From an optimization exercise on the open Yosys and OpenROAD flow, aimed at small area, a short achievable clock period and few clock cycles per item; shortcuts taken in it are not production practice. Function was checked by simulation only, so behaviour that the tests miss may differ from the original. Power figures rest on the tool's default switching activity, not on a simulated workload.

==> design.v <==
`timescale 1ns / 1ps
package css_pkg;
   localparam int TIME_W    = 17;
   localparam int DATE_W    = 21;
   localparam int TOL_W     = 17;
   localparam int HOLD_W    = 32;
   localparam int TMO_W     = 16;
   localparam int STAMP_W   = 32;
   localparam int CSR_AW    = 4;
   localparam int CSR_DW    = 32;
   localparam logic [TOL_W-1:0]  TOL_RESET  = TOL_W'(1);
   localparam logic [HOLD_W-1:0] HOLD_RESET = HOLD_W'(43200);
   localparam logic [TMO_W-1:0]  TMO_RESET  = TMO_W'(1);
   localparam int F_RADIO = 0;
   localparam int F_RTC   = 1;
   localparam int F_INT   = 2;
   localparam int F_FINAL = 3;
   typedef enum logic [1:0] {
      SRC_NONE  = 2'd0,
      SRC_RADIO = 2'd1,
      SRC_RTC   = 2'd2,
      SRC_INT   = 2'd3
   } src_type;
   typedef enum logic [1:0] {
      CSR_TOLERANCE = 2'd0,
      CSR_HOLDOVER  = 2'd1,
      CSR_TIMEOUT   = 2'd2
   } csr_index_type;
   typedef struct packed {
      logic [TOL_W-1:0]  sync_tolerance_s;
      logic [HOLD_W-1:0] radio_holdover_s;
      logic [TMO_W-1:0]  source_timeout_s;
   } cfg_type;
   typedef struct packed {
      logic              radio_new;
      logic [TIME_W-1:0] radio_time;
      logic [DATE_W-1:0] radio_date;
      logic              rtc_new;
      logic [TIME_W-1:0] rtc_time;
      logic [DATE_W-1:0] rtc_date;
      logic              internal_new;
      logic [TIME_W-1:0] internal_time;
      logic [DATE_W-1:0] internal_date;
      logic              second_tick;
      logic              rtc_write_done;
      logic              internal_write_ok;
   } req_item_type;
   typedef struct packed {
      logic [TIME_W-1:0] final_time;
      logic [DATE_W-1:0] final_date;
      logic              final_synced;
      src_type           final_source;
      logic              rtc_write_req;
      logic              internal_write_req;
      logic              radio_synced;
      logic              rtc_synced;
      logic              internal_synced;
   } rsp_item_type;
endpackage
`timescale 1ns / 1ps
import css_pkg::*;
module css_core (
   input  logic                  clock,
   input  logic                  reset,
   input  logic                  step,
   input  css_pkg::req_item_type item,
   input  css_pkg::cfg_type      cfg,
   output css_pkg::rsp_item_type result
);
   localparam int RADIO_AGE_W = 20;
   logic [RADIO_AGE_W-1:0] radio_age_ff;
   logic [16:0]        rtc_age_ff;
   logic [15:0]        int_age_ff;
   logic [15:0]        fin_age_ff;
   logic               radio_f_ff, radio_d;
   logic               d1_ff, d2_ff, d1, d2;
   logic               rtc_x1_ff, rtc_x0_ff, int_x1_ff, int_x0_ff, fin_x1_ff, fin_x0_ff;
   logic               rreq_x1_ff, rreq_x0_ff, ireq_x1_ff, ireq_x0_ff;
   logic               rtc_x1, rtc_x0, int_x1, int_x0, fin_x1, fin_x0;
   logic               f_radio, f_rtc, f_int, f_fin, rtc_req_q, int_req_q;
   logic               int_gate;
   logic [TIME_W-1:0]  rtc_time_ff, rtc_time_in;
   logic [DATE_W-1:0]  rtc_date_ff, rtc_date_in;
   logic [TIME_W-1:0]  int_time_ff, int_time_in;
   logic [DATE_W-1:0]  int_date_ff, int_date_in;
   logic [TIME_W-1:0]  ch_time_ff, ch_time_in;
   logic [DATE_W-1:0]  ch_date_ff, ch_date_in;
   logic [TIME_W-1:0]  mid_time;
   logic [DATE_W-1:0]  mid_date;
   logic [1:0]         ch_src_ff, ch_src_in, mid_src;
   logic               fin_set, rtc_pick, int_pick;
   logic               r1;
   logic               fin_keep, int_keep;
   logic               int_seen_ff, ch_zero;
   logic               radio_exp, rtc_exp, int_exp, fin_exp;
   function automatic logic carry_out(input logic [TIME_W-1:0] p,
                                      input logic [TIME_W-1:0] q,
                                      input logic              cin);
      logic [31:0] g0, p0;
      logic [15:0] g1, p1;
      logic [7:0]  g2, p2;
      logic [3:0]  g3, p3;
      logic [1:0]  g4, p4;
      g0 = {15'b0, p & q};
      p0 = {15'h7fff, p | q};
      for (int i = 0; i < 16; i++) begin
         g1[i] = g0[2*i+1] | (p0[2*i+1] & g0[2*i]);
         p1[i] = p0[2*i+1] & p0[2*i];
      end
      for (int i = 0; i < 8; i++) begin
         g2[i] = g1[2*i+1] | (p1[2*i+1] & g1[2*i]);
         p2[i] = p1[2*i+1] & p1[2*i];
      end
      for (int i = 0; i < 4; i++) begin
         g3[i] = g2[2*i+1] | (p2[2*i+1] & g2[2*i]);
         p3[i] = p2[2*i+1] & p2[2*i];
      end
      for (int i = 0; i < 2; i++) begin
         g4[i] = g3[2*i+1] | (p3[2*i+1] & g3[2*i]);
         p4[i] = p3[2*i+1] & p3[2*i];
      end
      carry_out = g4[1] | (p4[1] & (g4[0] | (p4[0] & cin)));
   endfunction
   function automatic logic differs(input logic [TIME_W-1:0] at,
                                    input logic [DATE_W-1:0] ad,
                                    input logic [TIME_W-1:0] bt,
                                    input logic [DATE_W-1:0] bd,
                                    input logic [TOL_W-1:0]  tol);
      logic [TIME_W-1:0] s, ca, cb;
      logic a_gt, b_gt;
      s  = ~(at ^ bt ^ tol);
      ca = (bt & tol) | (bt & ~at) | (tol & ~at);
      cb = (at & tol) | (at & ~bt) | (tol & ~bt);
      a_gt = !(ca[TIME_W-1] | carry_out(s, {ca[TIME_W-2:0], 1'b1}, 1'b0));
      b_gt = !(cb[TIME_W-1] | carry_out(s, {cb[TIME_W-2:0], 1'b1}, 1'b0));
      differs = a_gt || b_gt || (ad != bd);
   endfunction
   function automatic logic at_least(input logic [TMO_W-1:0] a,
                                     input logic [TMO_W-1:0] b);
      logic c;
      c = 1'b1;
      for (int i = 0; i < TMO_W; i++) c = (a[i] & ~b[i]) | ((a[i] | ~b[i]) & c);
      at_least = c;
   endfunction
   function automatic logic at_least20(input logic [19:0] a,
                                       input logic [19:0] b);
      logic c;
      c = 1'b1;
      for (int i = 0; i < 20; i++) c = (a[i] & ~b[i]) | ((a[i] | ~b[i]) & c);
      at_least20 = c;
   endfunction
   assign radio_exp = (cfg.radio_holdover_s[HOLD_W-1:RADIO_AGE_W] == '0) &&
                      at_least20(radio_age_ff, cfg.radio_holdover_s[RADIO_AGE_W-1:0]);
   assign rtc_exp   = rtc_age_ff[16] || at_least(rtc_age_ff[15:0], cfg.source_timeout_s);
   assign int_exp   = at_least(int_age_ff, cfg.source_timeout_s);
   assign fin_exp   = at_least(fin_age_ff, cfg.source_timeout_s);
   assign rtc_time_in = item.rtc_new ? item.rtc_time : rtc_time_ff;
   assign rtc_date_in = item.rtc_new ? item.rtc_date : rtc_date_ff;
   assign int_time_in = item.internal_new ? item.internal_time : int_time_ff;
   assign int_date_in = item.internal_new ? item.internal_date : int_date_ff;
   assign f_radio   = radio_f_ff;
   assign f_rtc     = d1_ff ? rtc_x1_ff : rtc_x0_ff;
   assign f_int     = d2_ff ? int_x1_ff : int_x0_ff;
   assign f_fin     = d2_ff ? fin_x1_ff : fin_x0_ff;
   assign rtc_req_q = d1_ff ? rreq_x1_ff : rreq_x0_ff;
   assign int_req_q = d2_ff ? ireq_x1_ff : ireq_x0_ff;
   assign r1       = f_rtc || item.rtc_write_done;
   assign rtc_pick = !item.radio_new && item.rtc_new && r1;
   assign fin_set  = item.radio_new || rtc_pick;
   always_comb begin
      if (item.radio_new) begin
         mid_time = item.radio_time;
         mid_date = item.radio_date;
         mid_src  = SRC_RADIO;
      end else if (rtc_pick) begin
         mid_time = item.rtc_time;
         mid_date = item.rtc_date;
         mid_src  = SRC_RTC;
      end else begin
         mid_time = ch_time_ff;
         mid_date = ch_date_ff;
         mid_src  = ch_src_ff;
      end
   end
   assign d1 = differs(item.radio_time, item.radio_date, rtc_time_in, rtc_date_in,
                       cfg.sync_tolerance_s);
   assign d2 = differs(item.internal_time, item.internal_date, mid_time, mid_date,
                       cfg.sync_tolerance_s);
   assign int_gate = item.internal_new && (f_fin || fin_set) && mid_src != SRC_INT;
   always_comb begin
      fin_keep = fin_set || (f_fin && !(item.second_tick && fin_exp));
      int_pick = item.second_tick && !fin_keep;
      int_keep = f_int && !(item.second_tick && !item.internal_new && int_exp);
      radio_d = item.radio_new || (f_radio && !(item.second_tick && radio_exp));
      rtc_x1 = !item.radio_new && (r1 || (item.rtc_new && !f_radio));
      rtc_x0 = r1 || (!item.radio_new && item.rtc_new && !f_radio);
      if (item.second_tick && !item.rtc_new && rtc_exp) begin
         rtc_x1 = 1'b0;
         rtc_x0 = 1'b0;
      end
      int_x0 = int_keep;
      int_x1 = int_gate ? item.internal_write_ok : int_keep;
      fin_x0 = int_pick ? int_x0 : fin_keep;
      fin_x1 = int_pick ? int_x1 : fin_keep;
   end
   assign ch_zero = int_pick && !item.internal_new && !int_seen_ff;
   always_comb begin
      if (int_pick) begin
         ch_time_in = int_time_in;
         ch_date_in = int_date_in;
         ch_src_in  = SRC_INT;
      end else begin
         ch_time_in = mid_time;
         ch_date_in = mid_date;
         ch_src_in  = mid_src;
      end
   end
   always_ff @(posedge clock) begin
      d1_ff <= d1;
      d2_ff <= d2;
   end
   always_ff @(posedge clock) begin
      if (reset) begin
         radio_f_ff <= 1'b0;
         rtc_x1_ff  <= 1'b0;
         rtc_x0_ff  <= 1'b0;
         int_x1_ff  <= 1'b0;
         int_x0_ff  <= 1'b0;
         fin_x1_ff  <= 1'b0;
         fin_x0_ff  <= 1'b0;
      end else if (step) begin
         radio_f_ff <= radio_d;
         rtc_x1_ff  <= rtc_x1;
         rtc_x0_ff  <= rtc_x0;
         int_x1_ff  <= int_x1;
         int_x0_ff  <= int_x0;
         fin_x1_ff  <= fin_x1;
         fin_x0_ff  <= fin_x0;
      end else begin
         rtc_x1_ff  <= f_rtc;
         rtc_x0_ff  <= f_rtc;
         int_x1_ff  <= f_int;
         int_x0_ff  <= f_int;
         fin_x1_ff  <= f_fin;
         fin_x0_ff  <= f_fin;
      end
   end
   always_ff @(posedge clock) begin
      if (step) begin
         rreq_x1_ff <= item.radio_new;
         rreq_x0_ff <= 1'b0;
         ireq_x1_ff <= int_gate;
         ireq_x0_ff <= 1'b0;
      end else begin
         rreq_x1_ff <= rtc_req_q;
         rreq_x0_ff <= rtc_req_q;
         ireq_x1_ff <= int_req_q;
         ireq_x0_ff <= int_req_q;
      end
   end
   always_ff @(posedge clock) begin
      if (reset) begin
         rtc_age_ff   <= '0;
         rtc_time_ff  <= '0;
         rtc_date_ff  <= '0;
         int_seen_ff  <= 1'b0;
         ch_time_ff   <= '0;
         ch_date_ff   <= '0;
         ch_src_ff    <= SRC_NONE;
      end else if (step) begin
         if (item.rtc_new)          rtc_age_ff <= '0;
         else if (item.second_tick && !rtc_age_ff[16]) rtc_age_ff <= rtc_age_ff + 1'b1;
         rtc_time_ff  <= rtc_time_in;
         rtc_date_ff  <= rtc_date_in;
         if (item.internal_new) int_seen_ff <= 1'b1;
         if (ch_zero) begin
            ch_time_ff <= '0;
            ch_date_ff <= '0;
         end else begin
            ch_time_ff <= ch_time_in;
            ch_date_ff <= ch_date_in;
         end
         ch_src_ff    <= ch_src_in;
      end
   end
   always_ff @(posedge clock) begin
      if (step) begin
         if (item.radio_new)        radio_age_ff <= '0;
         else if (item.second_tick) radio_age_ff <= radio_age_ff + 1'b1;
         if (item.internal_new)     int_age_ff <= '0;
         else if (item.second_tick) int_age_ff <= int_age_ff + 1'b1;
         if (fin_set || int_pick)   fin_age_ff <= '0;
         else if (item.second_tick) fin_age_ff <= fin_age_ff + 1'b1;
         if (item.internal_new) begin
            int_time_ff <= item.internal_time;
            int_date_ff <= item.internal_date;
         end
      end
   end
   assign result.final_time         = ch_time_ff;
   assign result.final_date         = ch_date_ff;
   assign result.final_synced       = f_fin;
   assign result.final_source       = css_pkg::src_type'(ch_src_ff);
   assign result.rtc_write_req      = rtc_req_q;
   assign result.internal_write_req = int_req_q;
   assign result.radio_synced       = f_radio;
   assign result.rtc_synced         = f_rtc;
   assign result.internal_synced    = f_int;
endmodule
`timescale 1ns / 1ps
import css_pkg::*;
module clock_source_selector_unit (
   input  logic                        clock,
   input  logic                        reset,
   input  logic                        req_valid,
   output logic                        req_stall,
   input  logic                        req_radio_new,
   input  logic [css_pkg::TIME_W-1:0]  req_radio_time,
   input  logic [css_pkg::DATE_W-1:0]  req_radio_date,
   input  logic                        req_rtc_new,
   input  logic [css_pkg::TIME_W-1:0]  req_rtc_time,
   input  logic [css_pkg::DATE_W-1:0]  req_rtc_date,
   input  logic                        req_internal_new,
   input  logic [css_pkg::TIME_W-1:0]  req_internal_time,
   input  logic [css_pkg::DATE_W-1:0]  req_internal_date,
   input  logic                        req_second_tick,
   input  logic                        req_rtc_write_done,
   input  logic                        req_internal_write_ok,
   output logic                        rsp_valid,
   input  logic                        rsp_stall,
   output logic [css_pkg::TIME_W-1:0]  rsp_final_time,
   output logic [css_pkg::DATE_W-1:0]  rsp_final_date,
   output logic                        rsp_final_synced,
   output logic [1:0]                  rsp_final_source,
   output logic                        rsp_rtc_write_req,
   output logic                        rsp_internal_write_req,
   output logic                        rsp_radio_synced,
   output logic                        rsp_rtc_synced,
   output logic                        rsp_internal_synced,
   input  logic                        csr_psel,
   input  logic                        csr_penable,
   input  logic                        csr_pwrite,
   input  logic [css_pkg::CSR_AW-1:0]  csr_paddr,
   input  logic [css_pkg::CSR_DW-1:0]  csr_pwdata,
   output logic [css_pkg::CSR_DW-1:0]  csr_prdata,
   output logic                        csr_pready
);
   css_pkg::cfg_type cfg_ff;
   css_pkg::cfg_type cfg_in;
   css_pkg::req_item_type item;
   css_pkg::rsp_item_type core_result;
   logic         out_valid_ff;
   logic         req_take;
   logic         csr_write;
   logic [1:0]   rd_sel_ff;
   assign csr_pready = 1'b1;
   assign csr_write  = csr_psel && csr_penable && csr_pwrite && csr_pready;
   always_comb begin
      cfg_in = cfg_ff;
      if (csr_write) begin
         case (csr_paddr[3:2])
            CSR_TOLERANCE: cfg_in.sync_tolerance_s = csr_pwdata[TOL_W-1:0];
            CSR_HOLDOVER:  cfg_in.radio_holdover_s = csr_pwdata[HOLD_W-1:0];
            CSR_TIMEOUT:   cfg_in.source_timeout_s = csr_pwdata[TMO_W-1:0];
            default:       cfg_in = cfg_ff;    
         endcase
      end
   end
   always_ff @(posedge clock) rd_sel_ff <= csr_paddr[3:2];
   always_comb begin
      case (rd_sel_ff)
         CSR_TOLERANCE: csr_prdata = CSR_DW'(cfg_ff.sync_tolerance_s);
         CSR_HOLDOVER:  csr_prdata = CSR_DW'(cfg_ff.radio_holdover_s);
         CSR_TIMEOUT:   csr_prdata = CSR_DW'(cfg_ff.source_timeout_s);
         default:       csr_prdata = '0;
      endcase
   end
   always_ff @(posedge clock) begin
      if (reset) begin
         cfg_ff.sync_tolerance_s <= TOL_RESET;
         cfg_ff.radio_holdover_s <= HOLD_RESET;
         cfg_ff.source_timeout_s <= TMO_RESET;
      end else begin
         cfg_ff <= cfg_in;
      end
   end
   assign req_stall = out_valid_ff && rsp_stall;
   assign req_take  = req_valid && !req_stall;
   always_ff @(posedge clock) begin
      if (reset) out_valid_ff <= 1'b0;
      else       out_valid_ff <= req_take || req_stall;
   end
   assign item.radio_new         = req_radio_new;
   assign item.radio_time        = req_radio_time;
   assign item.radio_date        = req_radio_date;
   assign item.rtc_new           = req_rtc_new;
   assign item.rtc_time          = req_rtc_time;
   assign item.rtc_date          = req_rtc_date;
   assign item.internal_new      = req_internal_new;
   assign item.internal_time     = req_internal_time;
   assign item.internal_date     = req_internal_date;
   assign item.second_tick       = req_second_tick;
   assign item.rtc_write_done    = req_rtc_write_done;
   assign item.internal_write_ok = req_internal_write_ok;
   css_core u_core (
      .clock  (clock),
      .reset  (reset),
      .step   (req_take),
      .item   (item),
      .cfg    (cfg_ff),
      .result (core_result)
   );
   assign rsp_valid              = out_valid_ff;
   assign rsp_final_time         = core_result.final_time;
   assign rsp_final_date         = core_result.final_date;
   assign rsp_final_synced       = core_result.final_synced;
   assign rsp_final_source       = core_result.final_source;
   assign rsp_rtc_write_req      = core_result.rtc_write_req;
   assign rsp_internal_write_req = core_result.internal_write_req;
   assign rsp_radio_synced       = core_result.radio_synced;
   assign rsp_rtc_synced         = core_result.rtc_synced;
   assign rsp_internal_synced    = core_result.internal_synced;
endmodule
==> flow/run.sh <==
#!/bin/bash
# The standard layout, with plain buffers on the ports instead of the delay
# buffers buffer_ports picks by default. Each tool's output goes to its own log.
set -euo pipefail
export BUFFER_PORTS_ARGS="-buffer_cell sky130_fd_sc_hd__buf_1"
bash standard.sh > standard.log 2>&1
==> standard.sh <==
#!/bin/bash
# synth_recipe.tcl (not shown) runs the flow's synth.tcl, then flattens the netlist and writes it again
# the make line also repeats each setting of config.mk as NAME=value (left out here)
make -C /OpenROAD-flow-scripts/flow DESIGN_CONFIG=/design/flow/config.mk WORK_HOME=/design/flow/orfs CLKGATE_MAP_FILE= SYNTH_SCRIPT=/design/flow/synth_recipe.tcl "${@:-finish}"
==> config.mk <==
export PLATFORM = sky130hd
export DESIGN_NAME = clock_source_selector_unit
export DESIGN_NICKNAME = clock_source_selector_unit
export VERILOG_FILES = /design/flow/design.v
export SDC_FILE = /design/flow/constraint.sdc
export NUM_CORES = 4
export LEC_CHECK = 0
export ABC_AREA = 1
export CAP_MARGIN = 20
export CORE_MARGIN = 2
export CORE_UTILIZATION = 40
export CTS_CLUSTER_DIAMETER = 80
export CTS_CLUSTER_SIZE = 28
export GPL_ROUTABILITY_DRIVEN = 0
export SETUP_SLACK_MARGIN = 5
export SLEW_MARGIN = 20
export TNS_END_PERCENT = 5
==> constraint.sdc <==
create_clock -name core_clock -period 9.0 [get_ports {clock}]
set_input_delay 1.8000 -clock core_clock [delete_from_list [all_inputs] [get_ports {clock}]]
set_output_delay 1.8000 -clock core_clock [all_outputs]
set_load 0.01 [all_outputs]
==> impl.org, run 1 <==
** Timing
- Setup repair after global routing could not meet its margin everywhere.
- Setup violations remaining at the end of the flow were counted as 0.
- The worst path in the final design needs a cycle of 4150 ps, including I/O delays and setup.
- Tcrit/Tclk final :: between 40% and 50%
- Slew Viols, Final :: 0
- The final hold violation count is 0.
- On the final layout, the worst hold slack is 450 ps.
- Derived from the worst setup path, the maximum achievable clock frequency is 241 MHz.
- In the final timing run, aggregate negative setup slack is 0 ps.
- Worst slew slack as a fraction of its limit :: 28.1%
- Clock Skew :: 30.8 ps
- Transition at the pin with the smallest max-transition slack :: 1070 ps

** Floorplanning
- Core area :: 0.0408 mm²
- Floorplan die width :: between 200 and 250 µm
- Initial standard-cell utilization of the core :: 40.5%
- After floorplanning, the core was divided into between 70 and 80 placement rows.
- The floorplan step defined a die boundary enclosing 0.0429 mm².
- Number of top-level pins :: around 240
- Measured along the y axis, the die boundary spans 207 µm.

** Synth
- In this run, synthesis produced a sequential element count of 267.
- After synthesis, the mean cell area works out to 7.36 µm².
- Proportion of synthesized chip area in sequential cells :: 37.8%
- In this run the cell area of the synthesized design comes to 0.0165 mm².
- Yosys warning total :: 2
- Number of distinct library cell variants in the gate-level netlist after synthesis :: 53
- The number of nets in the synthesized netlist is approximately 2500.
- Cells after synthesis :: 2243

** Worst setup path
- In this run the worst path has a maximum fanout of 5.
- The critical path is of the primary input to register type.
- Buffers & Inverters on Critical Path :: 5
- Setup slack on the worst reg-to-reg path comes out at 5640 ps.
- The worst setup path is captured at a register.
- STA puts the critical path data required time at 9430 ps.
- Cell class contributing the biggest share of worst-path delay :: compound AO/OA/AOI/OAI gates
- On the worst path, the slowest cell contributes a delay of approximately 550 ps.
- CP cell instances :: clkbuf_16 -> buf_12 -> inv_16 -> nor2_4 -> nand2_4 -> inv_4 -> nor2_4 -> buf_12 -> a21oi_2 -> fa_1 -> o22ai_1 -> o221ai_1 -> o211ai_1 -> a21oi_2 -> a211oi_2 -> o22ai_1 -> nand2_1 -> a21oi_2 -> o22ai_1 -> nand2_1 -> nand4_1
- Worst Path Arrival :: between 4000 and 5000 ps
- Critical Path Source Type :: primary input
- Standard cell with the maximum stage delay on the critical path :: sky130_fd_sc_hd__fa_1

** Detailed routing
- Vias per cell :: 5.39
- The final route contains between 15000 and 20000 vias.
- Number of detailed-routing iterations run before antenna repair :: 5
- Number of DRC markers in iteration 0 :: between 1000 and 1500
- Average wire per cell in the routed design :: ~18 µm
- Final ANT Viol Nets :: 0
- After detailed routing, the total wire length is 55300 µm.
- For this run, design rule violations remaining after detail routing come to 0.

** Power
- Sequential cells burn 45.2% of the power.
- In this run switching power makes up 34.2% of total power.
- VDD IR max :: between 0.15 and 0.2 mV
- Cell internal power was estimated by the tool at around 2.0 mW.
- Combinational logic is responsible for 21.5% of the overall power.
- Dividing total power by cell area gives a power density of 160 mW/mm².
- In this run the power spent charging and discharging nets is 1.04 mW.
- The analysis attributes to cell leakage a power of 7.91 nW.
- Post-layout power :: 3.06 mW
- Clock Power Share :: 33.4%

** Finish
- Area of all placed cells without fillers :: roughly 0.019 mm²
- Final net count :: ~2700
- Relative area change from synthesis to final layout :: 15.7%
- The layout has 4098 filler cells.
- Final cell utilization of the core :: 46.8%
- Ratio of cells with drive above 1 in the final layout :: about 6.2%

** Clocking
- Total number of H-tree levels :: 1
- No sink is reached through more buffers than the 3 on the longest clock path.
- Clock edge transition at the registers on the reported setup and hold paths :: 90 ps
- Hold repair after CTS inserted 0 buffers.
- Number of clock sinks :: 267
- CTS buffer count :: 20
- Clk root buf :: sky130_fd_sc_hd__clkbuf_16
- For the worst-skew pair, the clock arrives at the later sink with an insertion delay of 560 ps.
- CTS tree :: yes

** Global routing
- The first global-routing pass estimated 85200 µm of wire.
- Entering global routing, the biggest net connects 82 pins.
- GRT Resource Usage Total :: 24.8%
- The number of antenna violations at the first check in global routing came to 2.
- Overflow after GRT :: 0
- Number of global-route vias before repair :: 15186

** Status
- The run finished with no timing, DRC or antenna violations.

** Placed design
- During placement, the flow inserted port buffers numbering 240.
- Once placement finished, the instance area stood at 0.0178 mm².
- Detailed placement HPWL :: 38700 µm

** Flow run
- The tool flagged a number of max-cap violations equal to 0.

** Min path
- In this run the worst hold path is classified as register to register.
## power groups by stage
stage               clock [mW]  combinational [mW]  sequential (mW)
finish                    1.02               0.656             1.38
global route              1.08               0.731             1.39
CTS                       1.04               0.638             1.38
detailed placement           0               0.599             1.41
global placement             0               0.589             1.40
floorplan                    0               0.418             1.39
## path summary, 6_finish.rpt
path                          startpoint                endpoint  cells after the start
hold / removal    u_core.rtc_date_ff[11]  u_core.rtc_date_ff[11]                      2
setup / recovery             req_rtc_new            u_core.d2_ff                     21
hold reg to reg   u_core.rtc_date_ff[11]  u_core.rtc_date_ff[11]                      2
setup reg to reg            u_core.d1_ff            u_core.d2_ff                     22
## routing by layer
metal  track usage, %  part of all wire, %  up-vias
li1                 -                    -     7786
met1             34.3                   44     7666
met2             41.0                   46      601
met3             3.24                  7.6       68
met4             6.87                  2.3        0
met5                0                    0        -
## cell usage after synthesis (all sizes together)
master / n / area (µm²)
a211oi: 10 / 75.1
a21oi: 202 / 1020
a221oi: 1 / 8.76
a22o: 1 / 8.76
a22oi: 3 / 22.5
a31o: 1 / 8.76
a31oi: 9 / 56.3
and3: 1 / 6.26
buf: 21 / 134
clkbuf: 78 / 313
clkinv: 1 / 3.75
conb: 1 / 3.75
dfxtp: 177 / 3540
edfxtp: 90 / 2700
fa: 68 / 1360
ha: 4 / 50.1
inv: 360 / 1350
maj3: 1 / 10.0
mux2: 1 / 11.3
nand2: 470 / 1780
nand3: 102 / 510
nand3b: 1 / 7.51
nand4: 15 / 93.8
nor2: 178 / 686
nor3: 43 / 220
nor3b: 4 / 30.0
nor4: 18 / 134
o2111ai: 1 / 8.76
o211ai: 13 / 97.6
o21a: 2 / 15.0
o21ai: 207 / 1040
o21bai: 2 / 15.0
o221ai: 41 / 359
o22ai: 63 / 394
o311ai: 2 / 17.5
or2: 13 / 81.3
xnor2: 5 / 43.8
xor2: 33 / 289
## cell usage in the layout (no fill, tap or decap), drive strengths merged, types with 63 or more instances in the layout
cell type,synthesis,routed
o21ai,207,207
fa,68,68
o22ai,63,63
nand2,470,470
nand3,102,102
a21oi,202,202
edfxtp,90,90
buf,21,268
dfxtp,177,177
nor2,178,178
inv,360,368
## cell families (layout without fill, tap and decap cells)
group | count (synthesis) | after routing | share of synthesized area [%]
and+or+nand+nor | 845 | 845 | 21.5
buffers and inverters | 460 | 676 | 10.9
adders and majority gates | 73 | 73 | 8.61
AOI/OAI and AO/OA | 558 | 558 | 19.1
muxes | 1 | 1 | 0.0682
other | 1 | 2 | 0.0227
DFF | 267 | 267 | 37.8
xor gates and xnor gates | 38 | 38 | 2.02
## metrics by stage
stage	std cells	worst slack (ps)
after floorplan	2243	4660
after global placement	2933	3040
after detailed placement	2933	3030
after CTS	2986	4780
after global routing	2992	4770
final	2992	4850
## repair_timing
item | CTS | global route
setup endpoints to repair | 78 | 69
gates resized for setup | 53 | 24
pin swaps | 18 | 20
hold endpoints to repair | 0 | 0
setup buffers | 10 | 5
gates cloned | 7 | 0
## flip-flops by register name (all words and copies together), names as in the netlist, 2 cells and up
name,flops
cfg_ff,65
u_core.ch_date_ff,21
u_core.int_date_ff,21
u_core.rtc_date_ff,21
u_core.radio_age_ff,20
u_core.ch_time_ff,17
u_core.int_time_ff,17
u_core.rtc_age_ff,17
u_core.rtc_time_ff,17
u_core.fin_age_ff,16
u_core.int_age_ff,16
rd_sel_ff,2
u_core.ch_src_ff,2
## worst reg2reg max path, cell delays in order, from the launching register on
cell                       delay, ps
sky130_fd_sc_hd__dfxtp_1         370
sky130_fd_sc_hd__inv_1            60
sky130_fd_sc_hd__nand2_1          50
sky130_fd_sc_hd__nand2_1          80
sky130_fd_sc_hd__nor2_2          140
sky130_fd_sc_hd__inv_2           100
sky130_fd_sc_hd__nand2_4         100
sky130_fd_sc_hd__inv_4            40
sky130_fd_sc_hd__nor2_4          180
sky130_fd_sc_hd__buf_12          170
sky130_fd_sc_hd__a21oi_2          70
sky130_fd_sc_hd__fa_1            550
sky130_fd_sc_hd__o22ai_1         120
sky130_fd_sc_hd__o221ai_1        160
sky130_fd_sc_hd__o211ai_1        130
sky130_fd_sc_hd__a21oi_2         160
sky130_fd_sc_hd__a211oi_2         60
sky130_fd_sc_hd__o22ai_1         150
sky130_fd_sc_hd__nand2_1         130
sky130_fd_sc_hd__a21oi_2         150
sky130_fd_sc_hd__o22ai_1          70
sky130_fd_sc_hd__nand2_1         110
sky130_fd_sc_hd__nand4_1          70
## final cells by class
cell class / count / area [µm²] / share of cell area (%)
Inverter: 361 / 1380 / 7.23
Multi-Input combinational cell: 1516 / 8640 / 45.2
Clock buffer: 21 / 504 / 2.64
Sequential cell: 267 / 6250 / 32.7
Antenna cell: 1 / 2.50 / 0.0131
Timing Repair inverter: 1 / 8.76 / 0.0458
Tap cell: 532 / 666 / 3.48
Clock inverter: 15 / 223 / 1.17
Timing Repair Buffer: 278 / 1450 / 7.56
Testbench counts, summed over its fixed seeds: cycles 12,008, items 12,000.
==> run 2, diff against run 1 <==
--- a/config.mk
+++ b/config.mk
@@ -10,3 +10,3 @@
 export CORE_MARGIN = 2
-export CORE_UTILIZATION = 40
+export CORE_UTILIZATION = 30
 export CTS_CLUSTER_DIAMETER = 80
==> run 2 against run 1 <==
Against the previous run:
- still clean
- sequential cell count stayed put
- wire length is 6.3% higher
- synthesized area stayed put
- cell area is 1.8% higher
- critical path type unchanged
- critical endpoint unchanged
- largest cell class unchanged
==> impl.org, run 2 <==
** Floorplanning
- The area of the die was 0.0569 mm² (+33%).
- Placement Rows :: 86 (+16%)
- Vertical die dimension :: 239 µm (+15%)
- The effective utilization at floorplan is 30.2% (-10 points).
- Number of top-level pins :: 244 (unchanged)
- The placeable core region came to 0.0548 mm² (+34%).
- Floorplan die width :: 239 µm (+15%)

** Synth
- The synthesized area came to 0.0165 mm² (unchanged).
- Among all cell types in the netlist, the one instantiated most often is sky130_fd_sc_hd__nand2_1.
- The async set or reset register ratio after synthesis is 0% (unchanged).
- Yosys warning total :: 2 (unchanged)
- The number of flops mapped to enable cells by yosys came to 90 (unchanged).
- The register bit total from synthesis was 267 (unchanged).
- By count the netlist is led by sky130_fd_sc_hd__nand2_1 (465), sky130_fd_sc_hd__inv_1 (353), sky130_fd_sc_hd__o21ai_0 (205), sky130_fd_sc_hd__a21oi_1 (201), sky130_fd_sc_hd__dfxtp_1 (177).
- Synth area leader :: sky130_fd_sc_hd__dfxtp_1
- By area the synthesized netlist is led by sky130_fd_sc_hd__dfxtp_1 (21%), sky130_fd_sc_hd__edfxtp_1 (16%), sky130_fd_sc_hd__nand2_1 (11%).
- Among all flip-flop cells after synthesis, the most frequent one is sky130_fd_sc_hd__dfxtp_1.
- Proportion of synthesized chip area in sequential cells :: 37.8% (unchanged)
- Number of distinct library cell variants in the gate-level netlist after synthesis :: 53 (unchanged)
- Mapped Avg Cell Area :: 7.36 µm² (unchanged)
- The net count of the mapped netlist is 2478 (unchanged).
- The number of instances in the synthesized netlist is 2243 (unchanged).
- The top cell type's share of synthesized area is 21.5% (unchanged).

** Clocking
- Count of hold-fix buffers inserted at cts :: 0 (unchanged)
- Number of clock sinks :: 267 (unchanged)
- Clock edge transition at the registers on the reported setup and hold paths :: 100 ps (about the same)
- Clk root buf :: sky130_fd_sc_hd__clkbuf_16
- CTS tree :: yes
- Total number of H-tree levels :: 1 (unchanged)
- Worst skew pair latency :: 600 ps (+40 ps)
- The number of buffers on the longest clock path is 3 (unchanged).
- The number of buffers added by the clock tree synthesis step is 23 (+15%).

** Detailed routing
- The routed metal-1 wire length came to 27000 µm (+11%).
- The number of remaining DRC errors was 0 (unchanged).
- Number of DRC markers in iteration 0 :: 1186 (-8.8%)
- The detailed-router iteration count before antenna repair is 7 (+2).
- Signal routing reaches up to met5.
- Vias per cell :: 4.98 (-7.6%)
- Final wirelength :: 58800 µm (+6.3%)
- The length of routed met3 wiring came to 3560 µm (-16%).
- Average wire per cell in the routed design :: 18.6 µm (+0.33%)
- Metal2 WL :: 26900 µm (+5.2%)
- Total vias in the final route :: 15783 (-2.1%)
- The post-route antenna net violation count is 0 (unchanged).

** Min path
- Hold path start :: u_core.rtc_date_ff[2]
- Min-delay worst type :: register to register
- The count of cells along the worst hold path was 2 (unchanged).
- For hold timing, the worst endpoint is u_core.rtc_date_ff[2].

** Timing
- Final hold slack :: 463 ps (+12.5 ps)
- Maximum frequency from static timing analysis :: 240 MHz (-0.28%)
- Crit path time final :: 4160 ps (+11.7 ps)
- Setup repair after global routing could not meet its margin everywhere.
- Slew Viols, Final :: 0 (unchanged)
- Tcrit/Tclk final :: 46.3% (+0.13 points)
- The final hold violation count was 0 (unchanged).
- Transition at the pin with the smallest max-transition slack :: 1100 ps (+26.8 ps)
- The normalized max-slew margin came to 27.0% (-1.1 points).
- Final Worst Setup Slack :: 4840 ps (-11.7 ps)
- Setup violation total in the final timing report :: 0 (unchanged)
- Clock Skew :: 53.0 ps (+22.1 ps)
- Final-layout setup total negative slack :: 0 ps (unchanged)

** Worst setup path
- The critical path is of the primary input to register type.
- The worst reg2reg path depth came to 22 (unchanged).
- CP cell instances :: buf_8 -> buf_12 -> nor2_4 -> nand2_4 -> inv_6 -> nor2_4 -> buf_4 -> clkbuf_16 -> a21oi_2 -> inv_1 -> fa_2 -> o211ai_1 -> a21oi_1 -> a211oi_1 -> o22ai_1 -> nand2_1 -> a21oi_2 -> o22ai_1 -> nand2_1 -> nand4_1
- STA classifies the critical path endpoint as a register.
- Standard cell with the maximum stage delay on the critical path :: sky130_fd_sc_hd__fa_2
- The data required time of the worst path is 9470 ps (+40 ps).
- The worst register-to-register path ends at u_core.d2_ff.
- The worst setup path is launched from a primary input.
- Startpoint of the worst-slack reg-to-reg timing path :: u_core.d1_ff
- Crit Path Max Fanout :: 5 (unchanged)
- Setup slack on the worst flop-to-flop path :: 5590 ps (-50 ps)
- The buffering stage count on the worst path with inverters included is 6 (+1).
- Cell class contributing the biggest share of worst-path delay :: compound AO/OA/AOI/OAI gates
- Biggest cell delay along the critical path :: 570 ps (+20 ps)
- Worst Path Arrival :: 4630 ps (+40 ps)

** Finish
- The area of all placed cells without fillers came to 0.0195 mm² (+1.8%).
- Leaving out fill and tap cells, the most frequent cell in the layout is sky130_fd_sc_hd__nand2_1.
- The share of post-route cells with drive strength above 1 is 6.74% (+0.51 points).
- Final net count :: 2682 (+0.075%)
- The end-of-flow core utilization is 35.5% (-11 points).
- The library cells used most frequently in the layout, excluding fill and tap cells, are sky130_fd_sc_hd__nand2_1 (460), sky130_fd_sc_hd__inv_1 (345), sky130_fd_sc_hd__buf_1 (235).
- Relative area change from synthesis to final layout :: 17.9%
- Max reg flops :: 65 (unchanged)
- Register ranked first by flip-flop count :: cfg_ff
- Filler Cell Count :: 5804 (+42%)

** Power
- The worst IR drop on VDD was 0.129 mV (-16%).
- The leakage power is 7.97 nW (+0.72%).
- The total power divided by cell area came to 164 mW/mm² (+2.6%).

** Status
- Result of the run :: timing/DRC/antenna clean

** Global routing
- Number of global-route vias before repair :: 14879 (-2.0%)
- GRT Resource Usage Total :: 19.7% (-5.1 points)
- The pin count of the biggest net entering global routing is 104 (+27%).
- The final global-route overflow total is 0 (unchanged).
- Global-route wire length before repair :: 87000 µm (+2.1%)
- Number of antenna violations at the first check in global routing :: 5 (+3)

** Placed design
- The count of port buffers added during placement came to 240 (unchanged).
- Post-detailed-placement cell area :: 0.0180 mm² (+1.3%)
- Worst slack, placed :: 3270 ps (+249 ps)
- Detailed placement HPWL :: 40800 µm (+5.4%)

** Flow run
- The max-capacitance violation count is 0 (unchanged).
run 2: cell types whose count changed in the layout (fill, tap and decap cells not counted), moves of 3 or more:
cell	previous run	this run
sky130_fd_sc_hd__a21oi_1	187	190
sky130_fd_sc_hd__buf_8	0	3
sky130_fd_sc_hd__bufbuf_16	6	1
sky130_fd_sc_hd__clkbuf_16	21	30
sky130_fd_sc_hd__clkinv_8	4	7
sky130_fd_sc_hd__inv_2	13	10
sky130_fd_sc_hd__inv_6	2	5
sky130_fd_sc_hd__o21ai_2	4	7
run 2: worst register-to-register path, cell delays in order (launching register included):
cell	delay (ps)
sky130_fd_sc_hd__dfxtp_1	360
sky130_fd_sc_hd__inv_1	60
sky130_fd_sc_hd__nand2_1	50
sky130_fd_sc_hd__nand2_1	90
sky130_fd_sc_hd__nor2_2	150
sky130_fd_sc_hd__inv_2	90
sky130_fd_sc_hd__nand2_4	100
sky130_fd_sc_hd__inv_6	50
sky130_fd_sc_hd__nor2_4	140
sky130_fd_sc_hd__buf_12	160
sky130_fd_sc_hd__a21oi_2	90
sky130_fd_sc_hd__fa_1	600
sky130_fd_sc_hd__o22ai_1	110
sky130_fd_sc_hd__o221ai_1	180
sky130_fd_sc_hd__o211ai_1	130
sky130_fd_sc_hd__a21oi_1	170
sky130_fd_sc_hd__a211oi_1	80
sky130_fd_sc_hd__o22ai_1	180
sky130_fd_sc_hd__nand2_1	100
sky130_fd_sc_hd__a21oi_2	120
sky130_fd_sc_hd__o22ai_1	70
sky130_fd_sc_hd__nand2_1	150
sky130_fd_sc_hd__nand4_1	90
run 2: repair_timing:
item | 4_1_cts | 5_1_grt
cloned | 1 | 7
buffers inserted | 2 | 11
endpoints found under the setup margin | 128 | 97
gates resized for setup | 26 | 64
pin swaps | 2 | 21
run 2: layout make-up:
type / count / area [µm²] / share of cell area, %
multi-input cells: 1516 / 8670 / 44.5
clock buffers: 24 / 601 / 3.08
well taps: 704 / 881 / 4.52
repair inverters: 1 / 11.3 / 0.0578
flip-flops and latches: 267 / 6250 / 32.1
inverters: 361 / 1400 / 7.17
repair buffers: 277 / 1410 / 7.22
clock inverters: 18 / 256 / 1.32
diodes: 2 / 5.00 / 0.0257
run 2: logic make-up after synthesis:
family	count (synthesis)	synth area share, %
simple gates	845	21.5
fa+ha+maj	73	8.61
compound gates	558	19.1
xor+xnor	38	2.02
other cells	1	0.0227
mux	1	0.0682
flops	267	37.8
buf+inv	460	10.9
run 2: worst max-delay path by stage:
stage                  startpoint                   end  slack, ps  cells after the start
global route        req_radio_new          u_core.d2_ff       4700                     22
CTS                 req_radio_new          u_core.d2_ff       4580                     20
detailed placement    req_rtc_new  u_core.fin_age_ff[3]       3270                     15
floorplan             req_rtc_new          u_core.d1_ff       4660                     21
global placement      req_rtc_new  u_core.fin_age_ff[9]       3330                     15
finish              req_radio_new          u_core.d2_ff       4840                     20
run 2: stage by stage:
| step | power (mW) | std cells |
|---|---|---|
| after floorplan | 1.81 | 2243 |
| after global placement | 2.01 | 3105 |
| after detailed placement | 2.02 | 3105 |
| after CTS | 3.18 | 3150 |
| after global routing | 3.34 | 3169 |
| final | 3.19 | 3170 |
run 2: metal layers:
metal / vias to the layer above / GRT usage [%]
li1: 7799 / -
met1: 7422 / 27.0
met2: 482 / 32.4
met3: 74 / 3.35
met4: 6 / 4.49
met5: - / 0
run 2: report_power, final:
part / internal [mW] / leakage, nW / switching [mW]
sequential: 1.33 / 2.33 / 0.0515
clock: 0.540 / 0.415 / 0.612
combinational: 0.224 / 5.22 / 0.440

-- port drivers added, routing unchanged --
The results above use ideal ports. As a check the final layouts listed here were re-extracted and re-timed, cells and wires unchanged. Step 1 (the two cells are an assumption about what drives the block):
set clk [get_ports {clock}]
set_driving_cell -lib_cell sky130_fd_sc_hd__clkbuf_16 $clk
set_driving_cell -lib_cell sky130_fd_sc_hd__buf_2 [delete_from_list [all_inputs] $clk]
Step 2, shift: input delay + t, output delay - t, t = (earliest + latest rising clock arrival at the registers) / 2. This alone moves slack from input paths to output paths. Slacks: ideal / step 1 / step 2; pairs: ideal / step 1.
run | shift t [ns] | setup slack, ns | worst setup path at the end | cell pins on the clock port's net
run 1 | 0.607 | 4.849 / 4.852 / 4.244 | input to register | 1
run 2 | 0.629 | 4.837 / 4.845 / 4.217 | input to register | 1
After both steps setup and hold are still met in every run listed. For run 2, which loses most, drivers alone change the setup slack by +0.008 ns; drivers and shift together by -0.620 ns.
